Source: an optimization exercise on an open RTL-to-GDS flow (aim: small area). Production flows keep margins and buffers that such runs may drop.
At most, simulation tests tie the RTL to the original design; equivalence was not proved.
The RTL of run 4 was laid out without a check of its function.
Power figures rest on the tool's default switching activity, not on a simulated workload.

==> flow/design.v (outline; a module is shown in full before it is edited, if it fits) <==
// module sync_timing_decode: 122 lines
// module csc_pre: 80 lines
// module csc_comb: 254 lines
// module csc_execute: 31 lines
// module video_frontend: 63 lines
module video_frontend (
    input  logic         PCLK_i,
    input  logic         rst_n_i,
    input  logic [7:0]   r_i,
    input  logic [7:0]   g_i,
    input  logic [7:0]   b_i,
    input  logic         hs_i,
    input  logic         vs_i,
    input  logic         hsync_pol_i,
    input  logic         vsync_pol_i,
    input  logic         csc_enable_i,
    input  logic         csc_std_i,
    input  logic [11:0]  h_total_i,
    input  logic [11:0]  h_active_i,
    input  logic [11:0]  h_synclen_i,
    input  logic [11:0]  h_backporch_i,
    input  logic [10:0]  v_active_i,
    input  logic [10:0]  v_synclen_i,
    input  logic [10:0]  v_backporch_i,
    output logic [7:0]   r_o,
    output logic [7:0]   g_o,
    output logic [7:0]   b_o,
    output logic         hsync_o,
    output logic         vsync_o,
    output logic         de_o,
    output logic [10:0]  xpos_o,
    output logic [10:0]  ypos_o,
    output logic [10:0]  lines_total_o,
    output logic         frame_change_o
);
  // ...
==> flow/flow/run.sh <==
#!/bin/bash
# The standard layout (the standard.sh) with these changes:
# - after the standard synthesis, flow/polfix.py rebuilds full adders whose outputs only
#   feed inverters on the complements of their inputs (FA(~a,~b,~c) = ~FA(a,b,c)), which
#   drops those inverters; then flow/reabc.ys maps the combinational cells other than the
#   full adders (half adders included) again with ABC (flow/reabc.ys), and
#   polfix.py runs once more.
#   Registers, their names and cell types stay as the standard synthesis made them;
# - the port buffers are the smallest buffer cell;
# - clock tree synthesis uses clkbuf_4 in clusters of 10 sinks, without dummy loads.
# Logs: make_synth.log, polfix1.log, reabc.log, polfix2.log, make.log here, each
# tool's own in orfs/logs.
set -euo pipefail
KNOBS=("BUFFER_PORTS_ARGS=-buffer_cell sky130_fd_sc_hd__buf_1"
       "CTS_ARGS=-sink_clustering_enable -repair_clock_nets -dont_use_dummy_load -buf_list sky130_fd_sc_hd__clkbuf_4 -sink_clustering_size 10 -sink_clustering_max_diameter 50")
bash standard.sh "${KNOBS[@]}" synth > make_synth.log 2>&1
R=orfs/results/sky130hd/video_frontend/base
L=orfs/logs/sky130hd/video_frontend/base
LIB="$FLOW_HOME/platforms/sky130hd/lib/sky130_fd_sc_hd__tt_025C_1v80.lib"
YOSYS=$(command -v yosys || echo "$FLOW_HOME/../tools/install/yosys/bin/yosys")
DONTUSE=$(grep -o -- '-dont_use [^ ]*' "$L/1_2_yosys.log" | sort -u | tr '\n' ' ')
cp "$R/1_2_yosys.v" "$R/1_2_yosys.std.v"
python3 flow/polfix.py "$R/1_2_yosys.std.v" "$R/1_2_yosys.pol1.v" > polfix1.log 2>&1
sed -e "s|@LIB@|$LIB|g" -e "s|@DONTUSE@|$DONTUSE|" -e "s|@IN@|$R/1_2_yosys.pol1.v|" \
    -e "s|@OUT@|$R/1_2_yosys.reabc.v|" flow/reabc.ys > reabc_run.ys
"$YOSYS" -s reabc_run.ys > reabc.log 2>&1
python3 flow/polfix.py "$R/1_2_yosys.reabc.v" "$R/1_2_yosys.pol2.v" > polfix2.log 2>&1
cp "$R/1_2_yosys.pol2.v" "$R/1_2_yosys.v"
rm -f "$R/1_synth.odb" "$R/1_synth.sdc"
bash standard.sh "${KNOBS[@]}" finish > make.log 2>&1
==> flow/flow/polfix.py <==
#!/usr/bin/env python3
"""Full-adder output polarity clean-up on a Yosys netlist of sky130 cells.

FA(~a, ~b, ~c) = (~SUM, ~COUT). Where a full adder's outputs feed inverters, the adder is
rebuilt on the complements of its inputs, which removes the output inverters; an input
that is itself an inverter's output is replaced by that inverter's input. A flip is made
only when it removes more inverters than it adds. Inverters left without loads are
deleted. Usage: polfix.py IN.v OUT.v
"""
import re
import sys
from collections import defaultdict

OUTPINS = {'X', 'Y', 'Q', 'Q_N', 'SUM', 'COUT', 'HI', 'LO'}
INV = re.compile(r'sky130_fd_sc_hd__(clk)?inv_\d+$')


def main(src, dst):
    text = open(src).read()
    head_end = text.index('\n  sky130_fd_sc_hd__') if '\n  sky130_fd_sc_hd__' in text else None
    cell_re = re.compile(r'^  (sky130_fd_sc_hd__\w+) (\\\S+ |\S+) \((.*?)\n  \);\n', re.S | re.M)
    cells = {}
    order = []
    for m in cell_re.finditer(text):
        typ, name, body = m.group(1), m.group(2), m.group(3)
        pins = {}
        for pm in re.finditer(r'\.(\w+)\((.*?)\)(?=,?\n)', body + '\n'):
            pins[pm.group(1)] = pm.group(2)
        cells[name] = [typ, pins]
        order.append(name)
    first = cell_re.search(text).start()
    last = list(cell_re.finditer(text))[-1].end()
    head, tail = text[:first], text[last:]
    rest = cell_re.sub('', text[first:last])
    assert rest.strip() == '', 'unparsed text between cells: ' + rest.strip()[:200]
    # ports and anything named outside cells counts as external
    ports = set(re.findall(r'^\s*(?:input|output)\s+(?:\[\d+:\d+\]\s+)?(\S+);', head, re.M))

    assigns = ' '.join(re.findall(r'^\s*assign\s.*?;', head + tail, re.M | re.S))

    def external(net):
        base = net.strip().split('[')[0].lstrip('\\')
        if base in ports or net.strip() in ports:
            return True
        return bool(assigns) and net.strip() in assigns

    new_id = [0]

    def fresh():
        while True:
            new_id[0] += 1
            name = f'_pol{new_id[0]}_'
            if name not in text and name.replace('_pol', '_polinv') not in text \
                    and name.replace('_pol', '_polbuf') not in text:
                return name

    def build():
        drv, loads = {}, defaultdict(list)
        for n, (t, p) in cells.items():
            for pin, net in p.items():
                if pin in OUTPINS:
                    drv[net] = (n, pin)
                else:
                    loads[net].append((n, pin))
        return drv, loads

    def is_inv(n):
        return n in cells and INV.match(cells[n][0])

    new_wires = []
    changed = True
    flips = 0
    done = set()
    import os
    maxf = int(os.environ.get('MAXFLIPS', '100000'))
    while changed and flips < maxf:
        changed = False
        drv, loads = build()
        inv_of = {}   # net -> an existing inverter output carrying ~net
        for n, (t, p) in cells.items():
            if INV.match(t):
                inv_of.setdefault(p['A'], p['Y'])
        for n in list(cells):
            if n in done or n not in cells or cells[n][0] not in ('sky130_fd_sc_hd__fa_1', 'sky130_fd_sc_hd__fa_2', 'sky130_fd_sc_hd__fa_4'):
                continue
            t, p = cells[n]
            gain = 0
            outs = {}
            ok = True
            for o in ('SUM', 'COUT'):
                net = p[o]
                if external(net):
                    ok = False
                    break
                ls = loads.get(net, [])
                invs = [l for l in ls if is_inv(l[0]) and l[1] == 'A']
                direct = [l for l in ls if not (is_inv(l[0]) and l[1] == 'A')]
                outs[o] = (invs, direct)
                gain += len(invs)
                if direct:
                    gain -= 1
            if not ok:
                continue
            ins = {}
            for i in ('A', 'B', 'CIN'):
                net = p[i]
                if net.strip() in ("1'h0", "1'h1", "1'b0", "1'b1"):
                    ins[i] = ('const', None)
                    continue
                d = drv.get(net)
                if d and is_inv(d[0]) and d[1] == 'Y':
                    src = cells[d[0]][1]['A']
                    # inverter freed if the FA is its only load
                    only = len(loads.get(net, [])) == 1
                    ins[i] = ('unwrap', src)
                    if only:
                        gain += 1
                elif net in inv_of:
                    ins[i] = ('reuse', inv_of[net])
                else:
                    ins[i] = ('new', None)
                    gain -= 1
            if gain <= 0:
                continue
            # apply the flip
            for i, (kind, val) in ins.items():
                net = p[i]
                if kind == 'const':
                    p[i] = "1'h1" if net.strip().endswith('0') else "1'h0"
                elif kind in ('unwrap', 'reuse'):
                    p[i] = val
                else:
                    w = fresh()
                    new_wires.append(w)
                    cells[fresh().replace('_pol', '_polinv')] = ['sky130_fd_sc_hd__inv_1', {'A': net, 'Y': w}]
                    p[i] = w
            for o, (invs, direct) in outs.items():
                net = p[o]
                w = fresh()
                new_wires.append(w)
                p[o] = w          # now carries ~old
                for (iname, _) in invs:
                    y = cells[iname][1]['Y']
                    # loads of ~old now read w directly
                    for (ln, lp) in loads.get(y, []):
                        if ln in cells:
                            cells[ln][1][lp] = w
                    if external(y):
                        cells[fresh().replace('_pol', '_polbuf')] = ['sky130_fd_sc_hd__buf_1', {'A': w, 'X': y}]
                    del cells[iname]
                if direct:
                    cells[fresh().replace('_pol', '_polinv')] = ['sky130_fd_sc_hd__inv_1', {'A': w, 'Y': net}]
            flips += 1
            done.add(n)
            changed = True
            break   # rebuild maps
    # remove inverters without loads
    while True:
        drv, loads = build()
        dead = [n for n, (t, p) in cells.items() if INV.match(t) and not loads.get(p['Y']) and not external(p['Y'])]
        if not dead:
            break
        for n in dead:
            del cells[n]
    out = [head.rstrip('\n') + '\n']
    for w in new_wires:
        out.append(f'  wire {w};\n')
    for n, (t, p) in cells.items():
        pins = ',\n'.join(f'    .{k}({v})' for k, v in p.items())
        out.append(f'  {t} {n} (\n{pins}\n  );\n')
    out.append(tail.lstrip('\n') if tail.startswith('\n') else tail)
    open(dst, 'w').write(''.join(out))
    ninv = sum(1 for t, p in cells.values() if INV.match(t))
    print(f'polfix: {flips} full adders flipped, {ninv} inverters left', file=sys.stderr)


if __name__ == '__main__':
    main(sys.argv[1], sys.argv[2])
==> flow/flow/reabc.ys <==
# Remaps the standard synthesis's combinational logic with ABC: Yosys's default script
# for a liberty, with more area-recovery rounds in the mapper and a second mapping pass.
# Flip-flops, full adders and tie cells stay as they are (blackboxes); every other cell,
# half adders included, is flattened into its function and mapped again.
# run.sh fills in @LIB@, @DONTUSE@, @IN@ and @OUT@.
read_liberty -ignore_miss_func @LIB@
read_verilog @IN@
hierarchy -top video_frontend
blackbox sky130_fd_sc_hd__df* sky130_fd_sc_hd__sdf* sky130_fd_sc_hd__edf* sky130_fd_sc_hd__fa_* sky130_fd_sc_hd__conb_*
flatten
opt_clean
rename -hide w:_*.*
opt_clean -purge
abc -liberty @LIB@ @DONTUSE@ -script +strash;&get,-n;&fraig,-x;&put;scorr;dc2;dretime;strash;&get,-n;&dch,-f;&nf,-R,1000;&put;strash;&get,-n;&dch,-f;&nf,-R,1000;&put
opt_clean -purge
splitnets
opt_clean -purge
stat -liberty @LIB@
write_verilog -noattr -nohex -nodec @OUT@
==> flow/standard.sh <==
#!/bin/bash
# synth_recipe.tcl (not shown) runs the flow's synth.tcl, then flattens the netlist and writes it again
# the make line also repeats each setting of config.mk as NAME=value (left out here)
make -C /OpenROAD-flow-scripts/flow DESIGN_CONFIG=/design/flow/config.mk WORK_HOME=/design/flow/orfs CLKGATE_MAP_FILE= SYNTH_SCRIPT=/design/flow/synth_recipe.tcl "${@:-finish}"
==> flow/config.mk <==
export PLATFORM = sky130hd
export DESIGN_NAME = video_frontend
export DESIGN_NICKNAME = video_frontend
export VERILOG_FILES = /design/flow/design.v
export SDC_FILE = /design/flow/constraint.sdc
export NUM_CORES = 4
export LEC_CHECK = 0
export CAP_MARGIN = 20
export CORE_MARGIN = 2
export CORE_UTILIZATION = 70
export GPL_TIMING_DRIVEN = 0
export SLEW_MARGIN = 20
==> flow/constraint.sdc <==
create_clock -name core_clock -period 6.0 [get_ports {PCLK_i}]
set_input_delay 1.2000 -clock core_clock [delete_from_list [all_inputs] [get_ports {PCLK_i}]]
set_output_delay 1.2000 -clock core_clock [all_outputs]
set_load 0.01 [all_outputs]
==> qor.txt, run 1 <==
critical path depth = 21
pre-CTS setup slack = -0.9846 ns
clock skew = 0.05524 ns
FF-to-FF End = csc_execute_inst.px_sr[0][20]
setup bufs post-CTS = 1
PortBufs = 161
Clock Network Area Fraction = 1.911%
P_comb = 2.09 mW
Top Usage Layer GRT = met2
die area = 19440 sq um
Buffers & Inverters on Critical Path = 1
Final non-clock buffer share = 4.725%
GR Util met1 = 31.97%
hold crit path type = reg2reg
Reg area = 6051 sq um
status = complete, no violations
vias in the first global route = 8912
CP Data Required Time = 6.46 ns
CP peak stage delay = 0.49 ns
Setup crit end = csc_execute_inst.px_sr[0][20]
# DRC = 0
critical path's slowest cell = dfxtp_1
TritonCTS clock tree = done
max-cap check violation count = 0
Total GRT Usage = 26.31%
Worst Hold Endpoint = csc_execute_inst.px_sr[1][14]
routed vias = 8809
crit-path leading delay family = adder cells
P_clk = 0.834 mW
Post-Synthesis Cells = 1176
fmax = 176.4 MHz
GR Util met2 = 46.00%
fin util = 78.72%
Seq area share = 42.79%
Detailed Place HPWL = 18790 microns
footprint of the multi-input gates = 6526 sq um
==> inputs of run 2 (changes only) <==
--- a/flow/config.mk
+++ b/flow/config.mk
@@ -7,6 +7,6 @@
 export LEC_CHECK = 0
 export CAP_MARGIN = 20
 export CORE_MARGIN = 2
-export CORE_UTILIZATION = 70
+export CORE_UTILIZATION = 40
 export GPL_TIMING_DRIVEN = 0
 export SLEW_MARGIN = 20
==> run 2 against run 1 <==
- combinational power hardly changed
- global-route usage shrank 11 points
- first-iteration DRC count shrank 20%
- wire length increased by 2.2%
- synthesized cell count did not move
- clock skew grew 0.049 ns
- register-to-register slack gained 0.03 ns
- critical endpoint is now sync_timing_decode_inst.de_sr[0]
==> qor.txt, run 2 <==
critical path's slowest cell = fa_2 (was dfxtp_1)
vias in the first global route = 8757 (was 8912)
row cnt = 65 (was 49)
Nets = 1615 (was 1610)
Mapped Avg Cell Area = 10.92 sq um (unchanged)
Final WS setup = 0.3583 ns (was 0.3303 ns)
Detailed Place HPWL = 19520 microns (was 18790 microns)
period utilisation layout = 94.03% (was 94.50%)
max-cap check violation count = 0 (unchanged)
Largest register FFs = 96 (unchanged)
DIE HEIGHT = 183.2 microns (was 139.4 microns)
fin area = 14390 sq um (was 14140 sq um)
Arr. time, crit path = 6.14 ns (was 6.13 ns)
CP endpoint kind = flip-flop (unchanged)
Setup Viol. Count Final = 0 (unchanged)
fin. max-slew vios = 0 (unchanged)
DR WL met2 = 12340 microns (was 12450 microns)
Initial Utilization = 40.69% (was 71.48%)
Total GRT Usage = 15.42% (was 26.31%)
CP Data Required Time = 6.50 ns (was 6.46 ns)
final hold violation count = 0 (unchanged)
pre-CTS setup slack = -0.9683 ns (was -0.9846 ns)
M1 WL = 10480 microns (was 9827 microns)
type of origin of the critical path = input port (was flip-flop)
PortBufs = 161 (unchanged)
die area = 33550 sq um (was 19440 sq um)
TritonCTS clock tree = done (unchanged)
Setup crit end = sync_timing_decode_inst.de_sr[0] (was csc_execute_inst.px_sr[0][20])
Power per Cell Area = 394.5 nW/um^2 (was 401.8 nW/um^2)
Post-Synthesis Cells = 1176 (unchanged)
Crit Path Category = in2reg (was reg2reg)
Overflow after GRT = 0 (unchanged)
first-pass GRT wire length = 41480 microns (was 41250 microns)
setup TNS = 0 ns (unchanged)
Largest regs = csc_execute_inst.px_sr x96, sync_timing_decode_inst.xpos_sr x55, sync_timing_decode_inst.ypos_sr x55 (unchanged)
Peak VDD IR = 0.1613 mV (was 0.3367 mV)
initial drt markers = 391 (was 490)
# DRC = 0 (unchanged)
largest net degree at the start of global routing = 32 (was 34)
Post-Syn Nets = 1408 (unchanged)
critical path depth = 22 (was 21)
reg-to-reg slack, setup = 0.36 ns (was 0.33 ns)
most common cell after layout, fill and taps aside = dfxtp_1 (unchanged)
crit path launch = h_synclen_i[0] (was csc_execute_inst.r_s1[6])
most frequent cells in the layout = dfxtp_1 (231), buf_1 (161), nor2_1 (133) (was dfxtp_1 (233), buf_1 (161), nor2_1 (132))
r2r startpoint = csc_execute_inst.std_s1 (was csc_execute_inst.r_s1[6])
Slew HR = 26.01% (was 27.15%)
Die Wd = 183.2 microns (was 139.4 microns)
hold-fix buffers at CTS = 0 (unchanged)
Reg clk slew, reported paths = 0.10 ns (was 0.09 ns)
core region area = 31560 sq um (was 17960 sq um)
Pre-antenna DRT Iters = 5 (unchanged)
layout cells sized above 1 = 5.358% (was 4.724%)
final WL = 25150 microns (was 24620 microns)
clock skew = 0.1040 ns (was 0.05524 ns)
CP peak stage delay = 0.58 ns (was 0.49 ns)
Placer Congestion = 0.8324 (was 0.9034)
H-tree levels = 2 (unchanged)
remaining antenna violation count = 0 (unchanged)
Post-Place Cell Area = 13970 sq um (was 13750 sq um)
# clock sinks = 288 (unchanged)
Static Leak = 5.619 nW (was 5.587 nW)
CP Max Fanout = 4 (was 6)
I/O pin cnt = 174 (unchanged)
Longest Clk Path Bufs = 3 (unchanged)
hold crit path type = reg2reg (unchanged)
Slew @ Worst Pin = 1.108 ns (was 1.091 ns)
Area Growth Syn to Fin = 12.07% (was 10.13%)
R2R depth = 21 (unchanged)
metal3 WL = 1677 microns (was 1310 microns)
fmax = 177.3 MHz (was 176.4 MHz)
status = complete, no violations (unchanged)
Mapped Area = 12840 sq um (unchanged)
FF-to-FF End = csc_execute_inst.px_sr[0][20] (unchanged)
Buffers & Inverters on Critical Path = 1 (unchanged)
mean routed wirelength per cell = 14.10 microns (was 15.33 microns)
clock latency (worst-skew pair) = 0.67 ns (was 0.64 ns)
clk root buf = clkbuf_4 (unchanged)
Fill cells = 3041 (was 1202)
Vias/cell = 4.878 (was 5.485)
Yosys warning total = 6 (unchanged)
TritonCTS Buffers = 39 (was 36)
most frequent CP cell = maj3_1 (was fa_1)
crit-path leading delay family = adder cells (unchanged)
CP Cell Sequence = buf_1 -> and2_4 -> fa_2 -> xor2_2 -> o21ai_1 -> maj3_1 -> maj3_1 -> maj3_1 -> maj3_1 -> o21ai_0 -> o211ai_1 -> a21boi_0 -> fa_1 -> nor2_1 -> o32ai_1 -> o22ai_1 -> a21oi_1 -> a211oi_1 -> a211oi_1 -> nor2_1 -> a221oi_2 -> nor4_1 (was clkinvlp_4 -> nor2_1 -> fa_1 -> fa_1 -> fa_1 -> fa_1 -> fa_1 -> o22ai_1 -> o31ai_2 -> and2_0 -> maj3_1 -> and2_0 -> o21ai_1 -> a21oi_2 -> nor2b_1 -> o21ai_1 -> a21oi_2 -> or2_0 -> nor2b_1 -> a21oi_1 -> a21oi_1)
top routing layer in use = met4 (unchanged)
post-layout minimum cycle time = 5.642 ns (was 5.670 ns)
worst hold start = sync_timing_decode_inst.ypos_sr[2][10] (was csc_execute_inst.px_sr[0][14])
routed vias = 8702 (was 8809)
largest register by flop count = csc_execute_inst.px_sr (unchanged)
initial antenna violation count = 2 (was 1)
## run 2: stage by stage
step           hold WS (ns)  std cells  total power [mW]  utilization, %
4_1_cts              0.2380       1781             5.748           45.37
3_3_place_gp         0.3103       1739             4.783           44.21
3_5_place_dp         0.3121       1740             4.851           44.27
6_report             0.2600       1784             5.677           45.60
5_1_grt              0.2566       1784             6.179           45.60
2_1_floorplan        0.3096       1176             4.310               -
## run 2: timing repair
item / 4_1_cts / 5_1_grt
gates cloned: 0 / 0
setup buffers: 2 / 2
pin swaps: 0 / 2
resized for setup: 8 / 16
endpoints found under the setup margin: 24 / 15
## run 2: worst min path at each step
stage | slack, ns | cells after the start | endpoint
3_3_place_gp | 0.31 | 0 | csc_execute_inst.px_sr[2][6]
5_1_grt | 0.26 | 0 | sync_timing_decode_inst.ypos_sr[3][10]
4_1_cts | 0.24 | 0 | sync_timing_decode_inst.ypos_sr[3][10]
6_report | 0.26 | 0 | sync_timing_decode_inst.ypos_sr[3][10]
3_5_place_dp | 0.31 | 0 | csc_execute_inst.px_sr[1][16]
2_1_floorplan | 0.31 | 0 | csc_execute_inst.px_sr[1][0]
## run 2: metal layers
layer / vias up / global-route usage, %
li1: 4307 / -
met1: 4093 / 18.52
met2: 243 / 27.15
met3: 59 / 3.594
met4: 0 / 5.312
met5: - / 0
## run 2: cell type report
cell class	instances	area [sq um]	area share [%]
Clock buffer	39	292.8	2.035
Tap cell	402	503.0	3.495
Multi-Input combinational cell	800	6520	45.31
Sequential cell	288	6053	42.07
Timing Repair Buffer	166	679.4	4.721
Buffer	1	3.754	0.02608
Antenna cell	1	2.502	0.01739
Inverter	87	335.3	2.330
## run 2: power breakdown
part / internal [mW] / total (mW) / switching [mW]
sequential: 2.55 / 2.75 / 0.193
combinational: 0.927 / 2.06 / 1.14
clock: 0.299 / 0.864 / 0.565
==> inputs of run 3 (changes only) <==
--- a/flow/flow/run.sh
+++ b/flow/flow/run.sh
@@ -7,11 +7,12 @@
 #   polfix.py runs once more.
 #   Registers, their names and cell types stay as the standard synthesis made them;
 # - the port buffers are the smallest buffer cell;
+# - no timing repair after CTS and no incremental repair in global routing;
 # - clock tree synthesis uses clkbuf_4 in clusters of 10 sinks, without dummy loads.
 # Logs: make_synth.log, polfix1.log, reabc.log, polfix2.log, make.log here, each
 # tool's own in orfs/logs.
 set -euo pipefail
-KNOBS=("BUFFER_PORTS_ARGS=-buffer_cell sky130_fd_sc_hd__buf_1"
+KNOBS=("BUFFER_PORTS_ARGS=-buffer_cell sky130_fd_sc_hd__buf_1" "SKIP_CTS_REPAIR_TIMING=1" "SKIP_INCREMENTAL_REPAIR=1"
        "CTS_ARGS=-sink_clustering_enable -repair_clock_nets -dont_use_dummy_load -buf_list sky130_fd_sc_hd__clkbuf_4 -sink_clustering_size 10 -sink_clustering_max_diameter 50")
 bash standard.sh "${KNOBS[@]}" synth > make_synth.log 2>&1
 R=orfs/results/sky130hd/video_frontend/base
==> run 3 against run 2 <==
- the layout now fails its checks (setup timing)
- critical path type is now reg2reg
- sequential power hardly changed
- clock power hardly changed
- largest power group unchanged
- design area is 0.86% lower
==> qor.txt, run 3 <==
status = finished with violations (was complete, no violations)
layout check faults = setup timing
die area = 33550 sq um (unchanged)
Power per Cell Area = 395.3 nW/um^2 (was 394.5 nW/um^2)
Post-Synthesis Cells = 1176 (unchanged)
row cnt = 65 (unchanged)
routed vias = 8628 (was 8702)
hold path cells = 0 (unchanged)
max-cap check violation count = 0 (unchanged)
Area Growth Syn to Fin = 11.11% (was 12.07%)
Static Leak = 5.569 nW (was 5.619 nW)
Crit Path Category = reg2reg (was in2reg)
critical path's slowest cell = dfxtp_2 (was fa_2)
most frequent CP cell = fa_1 (was maj3_1)
fin. max-slew vios = 0 (unchanged)
Slew @ Worst Pin = 1.088 ns (was 1.108 ns)
crit-path leading delay family = adder cells (unchanged)
Buffers & Inverters on Critical Path = 2 (was 1)
# DRC = 0 (unchanged)
Peak VDD IR = 0.1624 mV (was 0.1613 mV)
type of origin of the critical path = flip-flop (was input port)
TritonCTS clock tree = done (unchanged)
CP peak stage delay = 1.04 ns (was 0.58 ns)
final hold violation count = 0 (unchanged)
CP endpoint kind = flip-flop (unchanged)
clk root buf = clkbuf_4 (unchanged)
I/O pin cnt = 174 (unchanged)
Initial Utilization = 40.69% (unchanged)
hold crit path type = reg2reg (unchanged)
CP Max Fanout = 54 (was 4)
crit path launch = csc_execute_inst.std_s1 (was h_synclen_i[0])
Final WS setup = -1.028 ns (was 0.3583 ns)
most common cell after layout, fill and taps aside = dfxtp_1 (unchanged)
Detailed Place HPWL = 19520 microns (unchanged)
clock skew = 0.1014 ns (was 0.1040 ns)
FF-to-FF End = csc_execute_inst.px_sr[0][3] (was csc_execute_inst.px_sr[0][20])
H-tree levels = 2 (unchanged)
post-layout minimum cycle time = 7.028 ns (was 5.642 ns)
Yosys warning total = 6 (unchanged)
largest register by flop count = csc_execute_inst.px_sr (unchanged)
Largest register FFs = 96 (unchanged)
Slew HR = 27.37% (was 26.01%)
Post-Syn Nets = 1408 (unchanged)
pre-CTS setup slack = -0.9683 ns (unchanged)
initial antenna violation count = 1 (was 2)
setup TNS = -18.22 ns (was 0 ns)
CP Data Required Time = 6.45 ns (was 6.50 ns)
largest net degree at the start of global routing = 55 (was 32)
fin util = 45.21% (was 45.60%)
PortBufs = 161 (unchanged)
Longest Clk Path Bufs = 3 (unchanged)
Mapped Avg Cell Area = 10.92 sq um (unchanged)
r2r startpoint = csc_execute_inst.std_s1 (unchanged)
Total GRT Usage = 15.25% (was 15.42%)
first-pass GRT wire length = 41070 microns (was 41480 microns)
layout cells sized above 1 = 3.849% (was 5.358%)
reg-to-reg slack, setup = -1.03 ns (was 0.36 ns)
Mapped Area = 12840 sq um (unchanged)
Pre-antenna DRT Iters = 5 (unchanged)
TritonCTS Buffers = 39 (unchanged)
Die Wd = 183.2 microns (unchanged)
Placer Congestion = 0.8324 (unchanged)
Largest regs = csc_execute_inst.px_sr x96, sync_timing_decode_inst.xpos_sr x55, sync_timing_decode_inst.ypos_sr x55 (unchanged)
worst hold start = sync_timing_decode_inst.ypos_sr[2][10] (unchanged)
Setup Viol. Count Final = 24 (was 0)
# clock sinks = 288 (unchanged)
R2R depth = 18 (was 21)
most frequent cells in the layout = dfxtp_1 (234), buf_1 (161), nor2_1 (133) (was dfxtp_1 (231), buf_1 (161), nor2_1 (133))
vias in the first global route = 8677 (was 8757)
Arr. time, crit path = 7.48 ns (was 6.14 ns)
Nets = 1611 (was 1615)
Fill cells = 3061 (was 3041)
mean routed wirelength per cell = 13.92 microns (was 14.10 microns)
period utilisation layout = 117.1% (was 94.03%)
Vias/cell = 4.847 (was 4.878)
initial drt markers = 417 (was 391)
DIE HEIGHT = 183.2 microns (unchanged)
core region area = 31560 sq um (unchanged)
remaining antenna violation count = 0 (unchanged)
Reg clk slew, reported paths = 0.10 ns (about the same)
fmax = 142.3 MHz (was 177.3 MHz)
CP Cell Sequence = clkinv_2 -> nand2_1 -> nand2_1 -> clkinv_1 -> fa_1 -> fa_1 -> fa_1 -> fa_1 -> fa_1 -> fa_1 -> fa_1 -> nand2_1 -> nand2_1 -> a21oi_1 -> nor3_1 -> nor3b_1 -> a31oi_1 -> o22ai_1 (was buf_1 -> and2_4 -> fa_2 -> xor2_2 -> o21ai_1 -> maj3_1 -> maj3_1 -> maj3_1 -> maj3_1 -> o21ai_0 -> o211ai_1 -> a21boi_0 -> fa_1 -> nor2_1 -> o32ai_1 -> o22ai_1 -> a21oi_1 -> a211oi_1 -> a211oi_1 -> nor2_1 -> a221oi_2 -> nor4_1)
Overflow after GRT = 0 (unchanged)
Worst Hold Endpoint = sync_timing_decode_inst.ypos_sr[3][10] (unchanged)
final WL = 24780 microns (was 25150 microns)
clock latency (worst-skew pair) = 0.67 ns (about the same)
-- run 3: metrics by stage --
| step | instances | power [mW] | cell area (sq um) | hold WS (ns) |
|---|---|---|---|---|
| 5_1_grt | 1780 | 6.140 | 14270 | 0.2566 |
| 3_3_place_gp | 1739 | 4.783 | 13950 | 0.3103 |
| 3_5_place_dp | 1740 | 4.851 | 13970 | 0.3121 |
| 4_1_cts | 1779 | 5.743 | 14260 | 0.2380 |
| 2_1_floorplan | 1176 | 4.310 | 12840 | 0.3096 |
| 6_report | 1780 | 5.639 | 14270 | 0.2606 |
-- run 3: final cells by class --
class                   count  area [sq um]  area share, %
clock buffers              39         292.8          2.052
diodes                      1         2.502        0.01754
inverters                  87         327.8          2.298
flip-flops and latches    288          6045          42.37
multi-input cells         800          6466          45.33
well taps                 402         503.0          3.526
repair buffers            162         625.6          4.385
plain buffers               1         3.754        0.02631
-- run 3: power by group --
part	internal [mW]	total (mW)	switching, mW
Sequential	2.56	2.75	0.196
Clock	0.299	0.865	0.565
Combinational	0.907	2.02	1.12
Total	3.76	5.64	1.88
-- run 3: how the worst max path moves through the flow --
| stage | end | cells after the start | slack (ns) |
|---|---|---|---|
| 2_1_floorplan | csc_execute_inst.px_sr[0][0] | 18 | 0.09 |
| 3_3_place_gp | csc_execute_inst.px_sr[0][0] | 18 | -0.87 |
| 3_5_place_dp | csc_execute_inst.px_sr[0][3] | 18 | -0.97 |
| 4_1_cts | csc_execute_inst.px_sr[0][18] | 20 | -1.02 |
| 5_1_grt | csc_execute_inst.px_sr[0][3] | 18 | -1.67 |
| 6_report | csc_execute_inst.px_sr[0][3] | 18 | -1.03 |
-- run 3: routing by layer --
| metal | vias to the layer above | GRT usage (%) | share of wire [%] |
|---|---|---|---|
| met1 | 4063 | 18.56 | 42 |
| li1 | 4293 | - | - |
| met4 | 0 | 4.896 | 2.4 |
| met2 | 221 | 26.85 | 49 |
| met5 | - | 0 | 0 |
| met3 | 51 | 3.396 | 6.1 |
==> module sync_timing_decode, before the edit <==
module sync_timing_decode (
    input  logic        PCLK_i,
    input  logic        rst_n_i,
    input  logic        hs_i,
    input  logic        vs_i,
    input  logic        hsync_pol_i,
    input  logic        vsync_pol_i,
    input  logic [11:0] h_synclen_i,
    input  logic [11:0] h_backporch_i,
    input  logic [11:0] h_active_i,
    input  logic [10:0] v_synclen_i,
    input  logic [10:0] v_backporch_i,
    input  logic [10:0] v_active_i,
    output logic        hsync_o,
    output logic        vsync_o,
    output logic        de_o,
    output logic [10:0] xpos_o,
    output logic [10:0] ypos_o,
    output logic        frame_change_o,
    output logic [10:0] lines_total_o
);
    logic [11:0] h_cnt;
    logic [10:0] v_cnt;
    logic        hs_np_q;
    logic        vs_np_q;
    logic        vs_pending;
    logic [4:0]  hsync_sr;
    logic [4:0]  vsync_sr;
    logic [4:0]  de_sr;
    logic [10:0] xpos_sr [5];
    logic [10:0] ypos_sr [5];
    wire hs_np       = hs_i ^ ~hsync_pol_i;
    wire vs_np       = vs_i ^ ~vsync_pol_i;
    wire line_start  = hs_np_q & ~hs_np;
    wire vs_fall     = vs_np_q & ~vs_np;
    wire frame_start = line_start & vs_pending;
    wire [11:0] h_inc = h_cnt + 12'd1;
    wire [10:0] v_inc = v_cnt + 11'd1;
    function automatic logic carry12(input logic [11:0] a, input logic [11:0] b, input logic cin);
        logic c;
        c = cin;
        for (int i = 0; i < 12; i++)
            c = (a[i] & b[i]) | (c & (a[i] | b[i]));
        carry12 = c;
    endfunction
    function automatic logic [12:0] add12(input logic [11:0] a, input logic [11:0] b, input logic cin);
        logic [11:0] g, p;
        logic        c, c1;
        g = a & b;
        p = a ^ b;
        c = cin;
        for (int j = 0; j < 12; j += 2) begin
            c1 = g[j] | (p[j] & c);
            add12[j]   = p[j] ^ c;
            add12[j+1] = p[j+1] ^ c1;
            c = g[j+1] | (p[j+1] & g[j]) | (p[j+1] & p[j] & c);
        end
        add12[12] = c;
    endfunction
    wire [11:0] h_start = h_synclen_i + h_backporch_i;
    wire [12:0] h_diff_c = add12(h_cnt, ~h_start, 1'b1);
    wire [12:0] h_diff  = {~h_diff_c[12], h_diff_c[11:0]};
    wire [12:0] h_endc  = {1'b0, h_start} + {1'b0, h_active_i};
    wire        h_in    = ~h_diff[12] & ~carry12(h_start, h_active_i, 1'b0) & ~carry12(h_diff[11:0], ~h_active_i, 1'b1);
    wire [10:0] v_start = v_synclen_i + v_backporch_i;
    wire [12:0] v_diff_c = add12({1'b0, v_cnt}, {1'b1, ~v_start}, 1'b1);
    wire [11:0] v_diff  = {v_diff_c[11], v_diff_c[10:0]};
    wire [11:0] v_endc  = {1'b0, v_start} + {1'b0, v_active_i};
    wire        v_in    = ~v_diff[11] & ~carry12({1'b0, v_start}, {1'b0, v_active_i}, 1'b0) & ~carry12({1'b0, v_diff[10:0]}, {1'b1, ~v_active_i}, 1'b1);
    always_ff @(posedge PCLK_i or negedge rst_n_i) begin
        if (!rst_n_i) begin
            hs_np_q        <= 1'b0;
            vs_np_q        <= 1'b0;
            vs_pending     <= 1'b0;
            h_cnt          <= '0;
            v_cnt          <= '0;
            hsync_sr       <= '1;
            vsync_sr       <= '1;
            de_sr          <= '0;
            frame_change_o <= 1'b0;
            lines_total_o  <= '0;
        end else begin
            hs_np_q        <= hs_np;
            vs_np_q        <= vs_np;
            frame_change_o <= frame_start;
            vs_pending     <= vs_fall | (vs_pending & ~frame_start);
            hsync_sr[4:1]  <= hsync_sr[3:0];
            vsync_sr[4:1]  <= vsync_sr[3:0];
            de_sr          <= {de_sr[3:0], h_in & v_in};
            if (line_start) begin
                h_cnt       <= '0;
                hsync_sr[0] <= 1'b0;
                if (vs_pending) begin
                    v_cnt         <= 11'd1;
                    lines_total_o <= v_cnt;
                    vsync_sr[0]   <= 1'b0;
                end else begin
                    v_cnt <= v_inc;
                    if (v_inc == v_synclen_i)
                        vsync_sr[0] <= 1'b1;
                end
            end else begin
                h_cnt <= h_inc;
                if (h_inc == h_synclen_i)
                    hsync_sr[0] <= 1'b1;
            end
        end
    end
    always_ff @(posedge PCLK_i) begin
        xpos_sr[0] <= h_diff[10:0];
        ypos_sr[0] <= v_diff[10:0];
        for (int i = 1; i < 5; i++) begin
            xpos_sr[i] <= xpos_sr[i-1];
            ypos_sr[i] <= ypos_sr[i-1];
        end
    end
    assign hsync_o = hsync_sr[4];
    assign vsync_o = vsync_sr[4];
    assign de_o    = de_sr[4];
    assign xpos_o  = xpos_sr[4];
    assign ypos_o  = ypos_sr[4];
endmodule
==> inputs of run 4 (changes only) <==
--- a/flow/design.v
+++ b/flow/design.v
@@ -54,16 +54,11 @@
         carry12 = c;
     endfunction
     function automatic logic [12:0] add12(input logic [11:0] a, input logic [11:0] b, input logic cin);
-        logic [11:0] g, p;
-        logic        c, c1;
-        g = a & b;
-        p = a ^ b;
+        logic c;
         c = cin;
-        for (int j = 0; j < 12; j += 2) begin
-            c1 = g[j] | (p[j] & c);
-            add12[j]   = p[j] ^ c;
-            add12[j+1] = p[j+1] ^ c1;
-            c = g[j+1] | (p[j+1] & g[j]) | (p[j+1] & p[j] & c);
+        for (int i = 0; i < 12; i++) begin
+            add12[i] = a[i] ^ b[i] ^ c;
+            c = (a[i] & b[i]) | (c & (a[i] ^ b[i]));
         end
         add12[12] = c;
     endfunction
--- a/flow/flow/run.sh
+++ b/flow/flow/run.sh
@@ -7,12 +7,11 @@
 #   polfix.py runs once more.
 #   Registers, their names and cell types stay as the standard synthesis made them;
 # - the port buffers are the smallest buffer cell;
-# - no timing repair after CTS and no incremental repair in global routing;
 # - clock tree synthesis uses clkbuf_4 in clusters of 10 sinks, without dummy loads.
 # Logs: make_synth.log, polfix1.log, reabc.log, polfix2.log, make.log here, each
 # tool's own in orfs/logs.
 set -euo pipefail
-KNOBS=("BUFFER_PORTS_ARGS=-buffer_cell sky130_fd_sc_hd__buf_1" "SKIP_CTS_REPAIR_TIMING=1" "SKIP_INCREMENTAL_REPAIR=1"
+KNOBS=("BUFFER_PORTS_ARGS=-buffer_cell sky130_fd_sc_hd__buf_1"
        "CTS_ARGS=-sink_clustering_enable -repair_clock_nets -dont_use_dummy_load -buf_list sky130_fd_sc_hd__clkbuf_4 -sink_clustering_size 10 -sink_clustering_max_diameter 50")
 bash standard.sh "${KNOBS[@]}" synth > make_synth.log 2>&1
 R=orfs/results/sky130hd/video_frontend/base
==> run 4 against run 3 <==
- still fails the layout checks on setup timing
- highest routed layer unchanged
- hold slack better by 0.026 ns
- non-clock buffer count is 10 higher
- cell count is 0.45% lower
==> qor.txt, run 4 <==
Crit Path Category = in2reg (was reg2reg)
R2R depth = 14 (was 18)
Slew HR = 34.48% (was 27.37%)
crit path launch = h_backporch_i[0] (was csc_execute_inst.std_s1)
final hold violation count = 0 (unchanged)
vias in the first global route = 8460 (was 8677)
Combinational Power Share = 35.7% (was 35.9%)
Pre-antenna DRT Iters = 4 (was 5)
layout check faults = setup timing (unchanged)
Static Leak = 5.647 nW (was 5.569 nW)
# DRC = 0 (unchanged)
routed vias = 8401 (was 8628)
CP Max Fanout = 2 (was 54)
Slew @ Worst Pin = 0.9814 ns (was 1.088 ns)
most frequent cells in the layout = dfxtp_1 (232), buf_1 (158), nor2_1 (125) (was dfxtp_1 (234), buf_1 (161), nor2_1 (133))
initial antenna violation count = 1 (unchanged)
Final WS setup = -0.1672 ns (was -1.028 ns)
Initial Utilization = 40.48% (was 40.69%)
first-pass GRT wire length = 40490 microns (was 41070 microns)
CP endpoint kind = flip-flop (unchanged)
mean routed wirelength per cell = 13.75 microns (was 13.92 microns)
Overflow after GRT = 0 (unchanged)
DIE HEIGHT = 182.5 microns (was 183.2 microns)
Post-Syn Nets = 1402 (was 1408)
Die Wd = 182.5 microns (was 183.2 microns)
TritonCTS clock tree = done (unchanged)
clk root buf = clkbuf_4 (unchanged)
Arr. time, crit path = 6.69 ns (was 7.48 ns)
hold-fix buffers at CTS = 0
TritonCTS Buffers = 38 (was 39)
clock power share = 15.1% (was 15.3%)
Peak VDD IR = 0.1569 mV (was 0.1624 mV)
Largest register FFs = 96 (unchanged)
most common cell after layout, fill and taps aside = dfxtp_1 (unchanged)
hold path cells = 0 (unchanged)
Total GRT Usage = 15.09% (was 15.25%)
post-layout minimum cycle time = 6.167 ns (was 7.028 ns)
Largest regs = csc_execute_inst.px_sr x96, sync_timing_decode_inst.xpos_sr x55, sync_timing_decode_inst.ypos_sr x55 (unchanged)
fmax = 162.1 MHz (was 142.3 MHz)
Detailed Place HPWL = 19100 microns (was 19520 microns)
hold crit path type = reg2reg (unchanged)
fin util = 45.59% (was 45.21%)
row cnt = 65 (unchanged)
switching part of the total = 33.29% (was 33.30%)
PortBufs = 161 (unchanged)
# clock sinks = 288 (unchanged)
fin. max-slew vios = 0 (unchanged)
final WL = 24370 microns (was 24780 microns)
clock skew = 0.09704 ns (was 0.1014 ns)
initial drt markers = 265 (was 417)
largest net degree at the start of global routing = 34 (was 55)
status = finished with violations (unchanged)
final hold slack = 0.2867 ns (was 0.2606 ns)
Longest Clk Path Bufs = 3 (unchanged)
type of origin of the critical path = input port (was flip-flop)
Yosys warning total = 6 (unchanged)
max-cap check violation count = 0 (unchanged)
Seq pwr share = 49.2% (was 48.8%)
Power per Cell Area = 393.9 nW/um^2 (was 395.3 nW/um^2)
r2r startpoint = sync_timing_decode_inst.v_cnt[0] (was csc_execute_inst.std_s1)
layout cells sized above 1 = 6.647% (was 3.849%)
RSZ-0062 raised after global routing = yes
period utilisation layout = 102.8% (was 117.1%)
H-tree levels = 2 (unchanged)
Post-Synthesis Cells = 1159 (was 1176)
largest register by flop count = csc_execute_inst.px_sr (unchanged)
Nets = 1614 (was 1611)
Area Growth Syn to Fin = 12.62% (was 11.11%)
clock latency (worst-skew pair) = 0.63 ns (was 0.67 ns)
core region area = 31470 sq um (was 31560 sq um)
Vias/cell = 4.741 (was 4.847)
Mapped Avg Cell Area = 10.99 sq um (was 10.92 sq um)
die area = 33290 sq um (was 33550 sq um)
I/O pin cnt = 174 (unchanged)
Reg clk slew, reported paths = 0.09 ns (was 0.10 ns)
CP Data Required Time = 6.53 ns (was 6.45 ns)
worst hold start = sync_timing_decode_inst.xpos_sr[0][10] (was sync_timing_decode_inst.ypos_sr[2][10])
Setup Viol. Count Final = 1 (was 24)
remaining antenna violation count = 0 (unchanged)
P_int = 3.770 mW (was 3.761 mW)
Placer Congestion = 0.8729 (was 0.8324)
NetSw = 1.881 mW (was 1.878 mW)
Mapped Area = 12740 sq um (was 12840 sq um)
## run 4: final cells by class
class                      count  area [sq um]
fill                        2978         17130
multi-input combinational    771          6386
sequential                   288          6050
timing repair buffer         172         733.2
tap                          402         503.0
inverter                      99         384.1
clock buffer                  38         285.3
buffer                         1         3.754
antenna                        1         2.502
## run 4: routing by layer
| layer | share of wire (%) | global-route usage (%) | up-vias |
|---|---|---|---|
| li1 | - | - | 4201 |
| met1 | 42 | 18.09 | 3957 |
| met2 | 50 | 26.65 | 195 |
| met3 | 6.0 | 3.812 | 48 |
| met4 | 2.4 | 4.677 | 0 |
| met5 | 0 | 0 | - |
## run 4: per-stage QoR
| stage | area, sq um | cells | setup TNS (ns) | power [mW] | setup slack [ns] |
|---|---|---|---|---|---|
| after floorplan | 12780 | 1159 | -0.5441 | 4.296 | -0.5441 |
| after global placement | 13890 | 1722 | -7.252 | 4.776 | -0.8515 |
| after detailed placement | 13910 | 1723 | -8.282 | 4.837 | -0.8759 |
| after CTS | 14280 | 1767 | -0.1104 | 5.731 | -0.1104 |
| after global routing | 14350 | 1772 | -0.2549 | 6.141 | -0.2549 |
| final | 14350 | 1772 | -0.1672 | 5.652 | -0.1672 |
## run 4: power by group through the flow
stage / Sequential (mW) / Combinational [mW] / Clock (mW)
3_3_place_gp: 2.82 / 1.95 / 0
2_1_floorplan: 2.88 / 1.42 / 0
6_report: 2.78 / 2.02 / 0.852
5_1_grt: 2.86 / 2.29 / 0.990
3_5_place_dp: 2.84 / 2.00 / 0
4_1_cts: 2.79 / 2.02 / 0.918
## run 4: repair_timing
action                                 CTS  global route
pin swaps                                2             0
resized for setup                        8            12
buffers inserted                         6             4
endpoints found under the hold margin    0             0
gates cloned                             0             0
setup endpoints to repair               16            15
## run 4: worst max-delay path: stages
cell	delay [ns]
buf_6	0.09
and2_4	0.15
fa_2	0.55
clkinv_2	0.06
fa_2	0.35
fa_2	0.35
fa_2	0.35
fa_2	0.35
fa_2	0.35
fa_2	0.35
fa_2	0.35
fa_2	0.35
fa_2	0.35
fa_2	0.35
fa_1	0.46
buf_4	0.15
a2bb2oi_2	0.13
a221oi_2	0.20
and4_1	0.19
## run 4: worst paths after layout
| check | to | slack [ns] |
|---|---|---|
| min reg2reg | sync_timing_decode_inst.xpos_sr[1][10] | 0.29 |
| max reg2reg | sync_timing_decode_inst.de_sr[0] | 0.34 |
| min | sync_timing_decode_inst.xpos_sr[1][10] | 0.29 |
| min in group asynchronous | sync_timing_decode_inst.lines_total_o[0] | 0.51 |
| max | sync_timing_decode_inst.de_sr[0] | -0.17 |
| max in group asynchronous | sync_timing_decode_inst.hsync_sr[3] | 4.85 |

what the ideal ports hide:
The flow's constraints put no driver on any port. The routed layouts listed below were extracted and timed again, unchanged, in two steps. Step 1: set_driving_cell puts a clkbuf_16 on PCLK_i and a buf_2 on each other input, an assumption about the parent block. Step 2 also shifts input and output timing later by t, the mid clock arrival at the registers, as if the neighbouring blocks saw the same clock. Slacks: no drivers / after step 1 / after step 2; pairs: no drivers / after step 1.
run	t (ns)	setup WS [ns]	worst setup path after step 2	latest minus earliest clock arrival (ns)	worst slew at a driven data input, ns
run 1	0.661	0.330 / 0.330 / -0.266	input to register	0.068 / 0.068	0.06
run 2	0.648	0.358 / 0.362 / -0.263	input to register	0.145 / 0.145	0.09
run 3	0.651	-1.028 / -1.028 / -1.028	register to register	0.146 / 0.146	0.08
run 4	0.629	-0.167 / -0.155 / -0.784	input to register	0.111 / 0.111	0.05
Met with ideal ports but missed after step 2: setup timing in run 1 and run 2. For run 2, which loses most, drivers alone change the setup slack by +0.004 ns; drivers and shift together by -0.621 ns.
